Background: an optimization exercise with open tools, aiming at small area, a short achievable clock period and few clock cycles per item. Do not read the settings as production practice. At most, simulation tests tie the RTL to the original design; equivalence was not proved. No activity file was given, so power comes from the tool's default toggle rates.

== maple ==
// game_step
module game_step #(
    parameter int N_BULLETS = 5,
    parameter int N_ENEMIES = 5,
    parameter int N_DIVERS  = 5
) (
    input  logic                    i_clk,
    input  logic                    i_rstn,
    input  logic                    i_start,
    input  logic [2:0]              i_act,
    input  logic [31:0]             i_player,
    input  logic [18*N_BULLETS-1:0] i_bullets,
    input  logic [18*N_ENEMIES-1:0] i_enemies,
    input  logic [18*N_DIVERS-1:0]  i_divers,
    input  logic [31:0]             i_score,
    output logic [31:0]             o_player,
    output logic [18*N_BULLETS-1:0] o_bullets,
    output logic [18*N_ENEMIES-1:0] o_enemies,
    output logic [18*N_DIVERS-1:0]  o_divers,
    output logic [31:0]             o_score,
    output logic                    o_done,
    output logic                    o_valid
);
Size in the first run: ~5400 cells after synthesis, roughly 370 flip-flops, ~680 I/O pins, ~31000 um2 of cells after synthesis.
Settings: LEC_CHECK=0, CAP_MARGIN=20, CORE_MARGIN=2, CORE_UTILIZATION=40, SLEW_MARGIN=20; clock period 25.0 ns.
standard.sh (not shown) runs the stock make flow with config.mk's settings and CLKGATE_MAP_FILE= SYNTH_SCRIPT=/design/flow/synth_recipe.tcl, a recipe that flattens the netlist after the stock synthesis.
==> flow/flow/run.sh <==
#!/bin/bash
# Layout flow: the standard ORFS flow (standard.sh, with the standard flow's synthesis
# script) with these changes:
#  - synthesis leaves adders to ABC (no half/full adder extraction), and ABC
#    maps for area (flow/abc_area_map.script in place of ORFS's
#    abc_speed.script, in a copy of ORFS's scripts folder used for synthesis
#    only); registers are untouched
#  - every port still gets its own buffer, a plain buf_2 instead of the
#    default delay-cell buffer
set -euo pipefail
MARGIN=$(cat flow/margin.txt 2>/dev/null || echo 0)
rm -rf synth_scripts
cp -r "$FLOW_HOME/scripts" synth_scripts
cp flow/abc_area_map.script synth_scripts/abc_speed.script
bash standard.sh ADDER_MAP_FILE= SCRIPTS_DIR="$PWD/synth_scripts" synth > flow_synth.log 2>&1
bash standard.sh ADDER_MAP_FILE= "BUFFER_PORTS_ARGS=-buffer_cell sky130_fd_sc_hd__buf_2" \
    SETUP_SLACK_MARGIN=$MARGIN finish > flow_finish.log 2>&1
test -f out/final.def
==> flow/flow/abc_area_map.script <==
strash
dch -f
map -a
topo
==> flow/flow/margin.txt <==
12
The flow did not stop early for maple: all stages ran, and the layout cleared the timing, DRC and antenna checks.
What garnet does differently from maple at the input level:
==> flow/flow/abc_area_map.script <==
strash
dch -f
amap
topo
==> flow/flow/margin.txt <==
15.5
Results
The lower final hold slack of maple and garnet is in maple.
Post-route clock period utilization in garnet is 6.0 points below maple.
Comparing maple and garnet, the higher global-route usage is on garnet.
garnet ended up with a higher utilization than maple did.
sky130_fd_sc_hd__or3_4 as the library cell contributing the largest single delay on the critical path was reported by garnet, and sky130_fd_sc_hd__nor3_1 by maple.
maple and garnet ended up with roughly the same multiplexer area fraction after synthesis.
Looking at post-synthesis to final-layout area growth across maple and garnet, the one that comes out lower is maple.
The vertical die dimension reported for garnet is smaller than that of maple by 4.1%.
Between maple and garnet, the non-filler instance count after layout is higher for maple.
Delta (garnet minus maple): via count decreased about 4.3%, peak fanout along the critical path decreased 8, sequential portion of the cell area increased 0.59 points.
Input-level comparison between quartz and garnet:
==> flow/flow/abc_area_map.script <==
strash
dch -f
map -a
topo
==> flow/flow/margin.txt <==
16
==> comparison <==
Per the comparison of quartz with garnet, synthesized netlist cell count went up, final standard cell area without fillers went up, share of final-layout standard cells stronger than drive strength 1 went down, switching part of the total went up, power in combinational cells went up. Looking at launch point of the critical path, the collision_score_i.score_q[10] result is from garnet; the collision_score_i.match_q[0] one comes from quartz. Post-route minimum period: quartz vs garnet down 0.45 ns. Going from garnet to quartz, number of detailed-routing iterations run before antenna repair now sits higher, routed wire length on met3 now sits higher, wire length of the first global-routing pass now sits higher.
#### Input delta (willow over quartz)
==> flow/flow/run.sh <==
#!/bin/bash
# Layout flow: the standard ORFS flow (standard.sh, with the standard flow's synthesis
# script) with these changes:
#  - synthesis leaves adders to ABC (no half/full adder extraction), so ABC
#    can restructure the arithmetic; registers are untouched
#  - every port still gets its own buffer, a plain buf_2 instead of the
#    default delay-cell buffer
set -euo pipefail
MARGIN=$(cat flow/margin.txt 2>/dev/null || echo 0)
bash standard.sh ADDER_MAP_FILE= synth > flow_synth.log 2>&1
bash standard.sh ADDER_MAP_FILE= "BUFFER_PORTS_ARGS=-buffer_cell sky130_fd_sc_hd__buf_2" \
    SETUP_SLACK_MARGIN=$MARGIN finish > flow_finish.log 2>&1
test -f out/final.def
removed: flow/flow/abc_area_map.script
[summary]
- willow reports its capturing element of the worst setup path as o_score[20] while quartz reports o_score[31].
- Number of antenna violations at the first check in global routing, willow and quartz: higher on quartz
- When willow is set beside quartz, its post-synthesis share of cell area spent on xor and xnor gates turns out to be 3.6 points larger.
- Core utilization, willow and quartz, higher one = quartz.
- willow: wire length on met1 is 0.54% higher than what quartz reported.
- willow vs quartz: summed instance area of the synthesized netlist up by a few percent
- Setup WNS quartz -> willow: worse
diff inputs: willow => harbor
==> flow/flow/run.sh <==
#!/bin/bash
# Layout flow: the standard ORFS flow (standard.sh, with the standard flow's synthesis
# script) with these changes:
#  - synthesis leaves adders to ABC (no half/full adder extraction), and ABC
#    maps for area (flow/abc_area_map.script in place of ORFS's
#    abc_speed.script, in a copy of ORFS's scripts folder used for synthesis
#    only); registers are untouched
#  - every port still gets its own buffer, a plain buf_2 instead of the
#    default delay-cell buffer
set -euo pipefail
MARGIN=$(cat flow/margin.txt 2>/dev/null || echo 0)
rm -rf synth_scripts
cp -r "$FLOW_HOME/scripts" synth_scripts
cp flow/abc_area_map.script synth_scripts/abc_speed.script
bash standard.sh ADDER_MAP_FILE= SCRIPTS_DIR="$PWD/synth_scripts" synth > flow_synth.log 2>&1
bash standard.sh ADDER_MAP_FILE= "BUFFER_PORTS_ARGS=-buffer_cell sky130_fd_sc_hd__buf_2" \
    SETUP_SLACK_MARGIN=$MARGIN finish > flow_finish.log 2>&1
test -f out/final.def
==> flow/flow/abc_area_map.script (new file) <==
strash
dch -f
map -a
topo
==> flow/flow/margin.txt <==
17
[summary]
- The biggest power consumer among the groups comes out combinational cells in one run and the clock network in the other, namely in harbor and willow respectively.
- Summary of harbor over willow: die boundary height has decreased, wire length now sits higher.
- Summary of harbor over willow: die area went down by 2.7%; area of all placed cells without fillers went up; total placed instance area went up by about 1.3%; first-pass GRT wire length up 2.1%.
- Looking at proportion of cell area occupied by multi-input gates, harbor sits below willow.
- In the route summary, harbor ends up with a via count exceeding that of willow.
- Going from willow to harbor, share of total power in combinational logic grows by 4.8 points.
- Total internal power came out higher on harbor than on willow.
- harbor vs willow: proportion of synthesized area in mux cells down in harbor
No functional check of the RTL was part of any run of this note.


old:
Another version of the RTL of game_step (not shown whole).
Size: about 4400 cells after synthesis, roughly 680 I/O pins.
Settings: LEC_CHECK=0, CAP_MARGIN=0, CORE_MARGIN=2, CORE_UTILIZATION=40, CTS_CLUSTER_DIAMETER=100, CTS_CLUSTER_SIZE=20, SLEW_MARGIN=0; clock period 25.0 ns.
==> flow/flow/run.sh <==
#!/bin/bash
# Layout flow: the standard ORFS flow (standard.sh, with the standard flow's synthesis
# script) with these changes:
#  - synthesis leaves adders to ABC (no half/full adder extraction), and ABC
#    maps for area (flow/abc_area_map.script in place of ORFS's
#    abc_speed.script, in a copy of ORFS's scripts folder used for synthesis
#    only); registers are untouched
#  - every port still gets its own buffer, a plain buf_2 instead of the
#    default delay-cell buffer
set -euo pipefail
MARGIN=$(cat flow/margin.txt 2>/dev/null || echo 0)
rm -rf synth_scripts
cp -r "$FLOW_HOME/scripts" synth_scripts
cp flow/abc_area_map.script synth_scripts/abc_speed.script
bash standard.sh ADDER_MAP_FILE= SCRIPTS_DIR="$PWD/synth_scripts" synth > flow_synth.log 2>&1
bash standard.sh ADDER_MAP_FILE= "BUFFER_PORTS_ARGS=-buffer_cell sky130_fd_sc_hd__buf_2" \
    SETUP_SLACK_MARGIN=$MARGIN finish > flow_finish.log 2>&1
test -f out/final.def
==> flow/flow/abc_area_map.script <==
strash
dch -f
amap
topo
==> flow/flow/margin.txt <==
16
[inputs] new vs old
==> flow/flow/margin.txt <==
16.5
==> comparison <==
new: done, clean on timing, DRC and antenna. new vs old: global-route usage up. The run showing the smaller setup slack at placement is old. In new the post-route clock period utilization turned out 0.26 points higher than in old. The higher utilization of old and new is in new. Summary of new over old: number of cells on the critical path has decreased; post-layout instance area has increased; antenna cell count has increased; overall power after layout has increased; length of routed met2 wiring has decreased. Setup slack: new less than old.
No run of this note included a check of the RTL's function; only the layout flow was run.


== job 2914 ==
game_step, a different RTL version from the one above (not shown whole).
Size: roughly 370 flip-flops, roughly 680 I/O pins.
==> flow/config.mk <==
export PLATFORM = sky130hd
export DESIGN_NAME = game_step
export DESIGN_NICKNAME = game_step
export VERILOG_FILES = /design/flow/design.v
export SDC_FILE = /design/flow/constraint.sdc
export NUM_CORES = 4
export LEC_CHECK = 0
export CAP_MARGIN = 20
export CORE_MARGIN = 2
export CORE_UTILIZATION = 40
export SLEW_MARGIN = 20
==> flow/constraint.sdc <==
create_clock -name core_clock -period 25.0 [get_ports {i_clk}]
set_input_delay 5.0000 -clock core_clock [delete_from_list [all_inputs] [get_ports {i_clk}]]
set_output_delay 5.0000 -clock core_clock [all_outputs]
set_load 0.01 [all_outputs]
==> flow/flow/run.sh <==
#!/bin/bash
# Layout flow: the standard ORFS flow (standard.sh, with the standard flow's synthesis
# script) with these changes:
#  - synthesis leaves adders to ABC (no half/full adder extraction), so ABC
#    can restructure the arithmetic; registers are untouched
#  - every port still gets its own buffer, a plain buf_2 instead of the
#    default delay-cell buffer
set -euo pipefail
MARGIN=$(cat flow/margin.txt 2>/dev/null || echo 0)
bash standard.sh ADDER_MAP_FILE= synth > flow_synth.log 2>&1
bash standard.sh ADDER_MAP_FILE= "BUFFER_PORTS_ARGS=-buffer_cell sky130_fd_sc_hd__buf_2" \
    SETUP_SLACK_MARGIN=$MARGIN finish > flow_finish.log 2>&1
test -f out/final.def
==> flow/flow/margin.txt <==
16.5
Testbench counts of job 2914, summed over its fixed seeds: cycles 48,000, steps 24,000.
## Diff of input files: job 3516 against job 2914
- setting CTS_BUF_LIST to sky130_fd_sc_hd__clkbuf_4 for the first time
-- flow/flow/run.sh --
<<< job 2914, line 6
#  - every port still gets its own buffer, a plain buf_2 instead of the
>>> job 3516, line 6
#  - every port still gets its own buffer, a plain buf_1 instead of the
<<< job 2914, line 11
bash standard.sh ADDER_MAP_FILE= "BUFFER_PORTS_ARGS=-buffer_cell sky130_fd_sc_hd__buf_2" \
>>> job 3516, line 11
bash standard.sh ADDER_MAP_FILE= "BUFFER_PORTS_ARGS=-buffer_cell sky130_fd_sc_hd__buf_1" \
==> flow/flow/margin.txt <==
15
==> comparison <==
Across both runs, part of the total power dissipated in the clock network was lower for job 3516 than for job 2914. The register-to-register slack of job 2914 and that of job 3516 are within noise of each other. Job 3516: combinational power is 4.1% lower than what job 2914 reported. Summary of job 3516 over job 2914: clock insertion delay at the later pin of the skew report saw an increase; share of the clock period used by the worst path after layout climbed 1.6 points.
Inputs modified between job 3516 and job 5998:
- CTS_BUF_LIST: sky130_fd_sc_hd__clkbuf_4 -> unset
-- flow/flow/run.sh --
<<< job 3516, line 6
#  - every port still gets its own buffer, a plain buf_1 instead of the
>>> job 5998, line 6
#  - every port still gets its own buffer, a plain buf_2 instead of the
<<< job 3516, line 11
bash standard.sh ADDER_MAP_FILE= "BUFFER_PORTS_ARGS=-buffer_cell sky130_fd_sc_hd__buf_1" \
>>> job 5998, line 11
bash standard.sh ADDER_MAP_FILE= "BUFFER_PORTS_ARGS=-buffer_cell sky130_fd_sc_hd__buf_2" \
==> flow/flow/margin.txt <==
18
[summary]
The setup slack of job 5998 is larger than that of job 3516.
Compared with job 3516, job 5998 shows a via total after detailed routing that is 2,674 higher.
Job 3516 → job 5998: leakage component of the power up about 40%, area fraction of clock buffers and clock inverters now sits at about the same level, global-route usage rose by 3.1 points, wire length on met2 now sits higher, met3 routing resource usage after global routing went up by 1.2 points.
| clock transition at the registers of the reported paths | job 5998 vs job 3516 | ≈ equal |
The layout buffering overhead excluding clock cells of job 5998 exceeds that of job 3516 by 9.0 points.
Final design utilization was higher in the run labelled job 5998.
Critical path launch point = collision_score_i.pick_q[1]: job 5998; critical path launch point = collision_score_i.pick_q[0]: job 3516


## the previous run
Another version of the RTL of game_step (not shown whole).
For scale: about 4500 cells after synthesis, about 370 flip-flops, roughly 0.029 mm^2 of cells after synthesis.
clock: 25.0 ns
lec_check: 0
cap_margin: 0
core_margin: 2
core_utilization: 40
cts_cluster_diameter: 100
cts_cluster_size: 30
slew_margin: 0
==> flow/flow/run.sh <==
#!/bin/bash
# Layout flow: the standard ORFS flow (standard.sh, with the standard flow's synthesis
# script) with these changes:
#  - synthesis leaves adders to ABC (no half/full adder extraction), and ABC
#    maps for area (flow/abc_area_map.script in place of ORFS's
#    abc_speed.script, in a copy of ORFS's scripts folder used for synthesis
#    only); registers are untouched
#  - every port still gets its own buffer, a plain buf_2 instead of the
#    default delay-cell buffer
set -euo pipefail
MARGIN=$(cat flow/margin.txt 2>/dev/null || echo 0)
rm -rf synth_scripts
cp -r "$FLOW_HOME/scripts" synth_scripts
cp flow/abc_area_map.script synth_scripts/abc_speed.script
bash standard.sh ADDER_MAP_FILE= SCRIPTS_DIR="$PWD/synth_scripts" synth > flow_synth.log 2>&1
bash standard.sh ADDER_MAP_FILE= "BUFFER_PORTS_ARGS=-buffer_cell sky130_fd_sc_hd__buf_2" \
    SETUP_SLACK_MARGIN=$MARGIN finish > flow_finish.log 2>&1
test -f out/final.def
==> flow/flow/margin.txt <==
16
Scripts as last shown in full above: flow/flow/abc_area_map.script
Testbench counts of the previous run, summed over its fixed seeds: cycles 48,000, steps 24,000.
Here is what was changed in the inputs of the current run compared with the previous run.
# the previous run
export LEC_CHECK = 0
export CAP_MARGIN = 0
export CORE_MARGIN = 2
export CORE_UTILIZATION = 40
export CTS_CLUSTER_DIAMETER = 100
export CTS_CLUSTER_SIZE = 30
export SLEW_MARGIN = 0
create_clock -name core_clock -period 25.0 [get_ports {i_clk}]
# the current run
export LEC_CHECK = 0
export CAP_MARGIN = 20
export CORE_MARGIN = 2
export CORE_UTILIZATION = 40
export SLEW_MARGIN = 20
create_clock -name core_clock -period 25.0 [get_ports {i_clk}]
==> flow/flow/abc_area_map.script <==
strash
dch -f
map -a
topo
==> comparison <==
Status: non-clock buffer count parity (the current run, the previous run)
The setup slack of the current run is larger than that of the previous run.
Against the previous run, the current run comes in about 17% higher on number of standard cells after synthesis.


game_step, a different RTL version from the one above (not shown whole).
Size: roughly 4500 cells after synthesis, roughly 28000 um^2 of cells after synthesis.
==> flow/config.mk <==
export PLATFORM = sky130hd
export DESIGN_NAME = game_step
export DESIGN_NICKNAME = game_step
export VERILOG_FILES = /design/flow/design.v
export SDC_FILE = /design/flow/constraint.sdc
export NUM_CORES = 4
export LEC_CHECK = 0
export CAP_MARGIN = 20
export CORE_MARGIN = 2
export CORE_UTILIZATION = 40
export SLEW_MARGIN = 20
==> flow/constraint.sdc <==
create_clock -name core_clock -period 25.0 [get_ports {i_clk}]
set_input_delay 5.0000 -clock core_clock [delete_from_list [all_inputs] [get_ports {i_clk}]]
set_output_delay 5.0000 -clock core_clock [all_outputs]
set_load 0.01 [all_outputs]
==> flow/flow/abc_area_map.script <==
strash
dch -f
amap
topo
Scripts as last shown in full above: flow/flow/run.sh, flow/flow/margin.txt
The first run completed with no timing, DRC or antenna violations.
Next try:
==> flow/flow/margin.txt (replaced) <==
15.5
The new run ran to the end with no violations. Power decreases by 1.1%. Worst hold slack loses 0.0072 ns. Wire length decreases by about 1.3%. Setup slack gains 0.015 ns.
Function was not checked in any run of this note: the RTL went through the layout flow alone.

==> static timing again, ports no longer ideal <==
How much do the figures lean on ideal ports? The routed layouts below were timed once more, with nothing changed but the port constraints. Step 1: set_driving_cell puts a clkbuf_16 on i_clk and a buf_2 on each other input, an assumption about the parent block. Step 2 moves the port delays by t, midway between the first and last clock arrival at a register: inputs arrive t later, outputs are due t later. That takes back most of the time a late clock gives input paths. a / b / c = no drivers / after step 1 / after step 2; a / b = the first two.
| run | t (ns) | setup slack, ns | latest minus earliest clock arrival (ns) | worst register clock-pin slew, ns |
|---|---|---|---|---|
| maple | 0.676 | 13.698 / 13.624 / 13.818 | 0.036 / 0.036 | 0.07 / 0.07 |
| garnet | 0.664 | 15.205 / 15.133 / 15.131 | 0.040 / 0.040 | 0.07 / 0.07 |
| quartz | 0.685 | 15.657 / 15.584 / 15.468 | 0.044 / 0.044 | 0.07 / 0.07 |
| willow | 0.674 | 15.378 / 15.302 / 15.526 | 0.037 / 0.037 | 0.07 / 0.07 |
| harbor | 0.687 | 15.523 / 15.454 / 16.141 | 0.040 / 0.040 | 0.07 / 0.07 |
| old | 0.678 | 15.423 / 15.350 / 14.803 | 0.023 / 0.023 | 0.09 / 0.09 |
| new | 0.680 | 15.359 / 15.286 / 14.813 | 0.029 / 0.028 | 0.10 / 0.10 |
| job 2914 | 0.663 | 15.450 / 15.380 / 15.902 | 0.026 / 0.027 | 0.07 / 0.07 |
| job 3516 | 1.038 | 15.040 / 14.967 / 14.784 | 0.072 / 0.073 | 0.09 / 0.09 |
| job 5998 | 0.675 | 15.335 / 15.261 / 15.937 | 0.036 / 0.037 | 0.08 / 0.08 |
| the previous run | 0.673 | 15.459 / 15.385 / 15.508 | 0.054 / 0.055 | 0.12 / 0.12 |
| the current run | 0.673 | 15.847 / 15.776 / 15.487 | 0.033 / 0.034 | 0.07 / 0.07 |
| the first run of note 5 | 0.659 | 14.933 / 14.949 / 14.290 | 0.023 / 0.024 | 0.07 / 0.07 |
| the second run of note 5 | 0.647 | 14.948 / 14.973 / 14.326 | 0.024 / 0.024 | 0.07 / 0.07 |
After both steps every run listed still meets setup and hold. The setup slack of the first run of note 5, which loses most, moves by +0.016 ns with the drivers and by -0.643 ns with both steps.
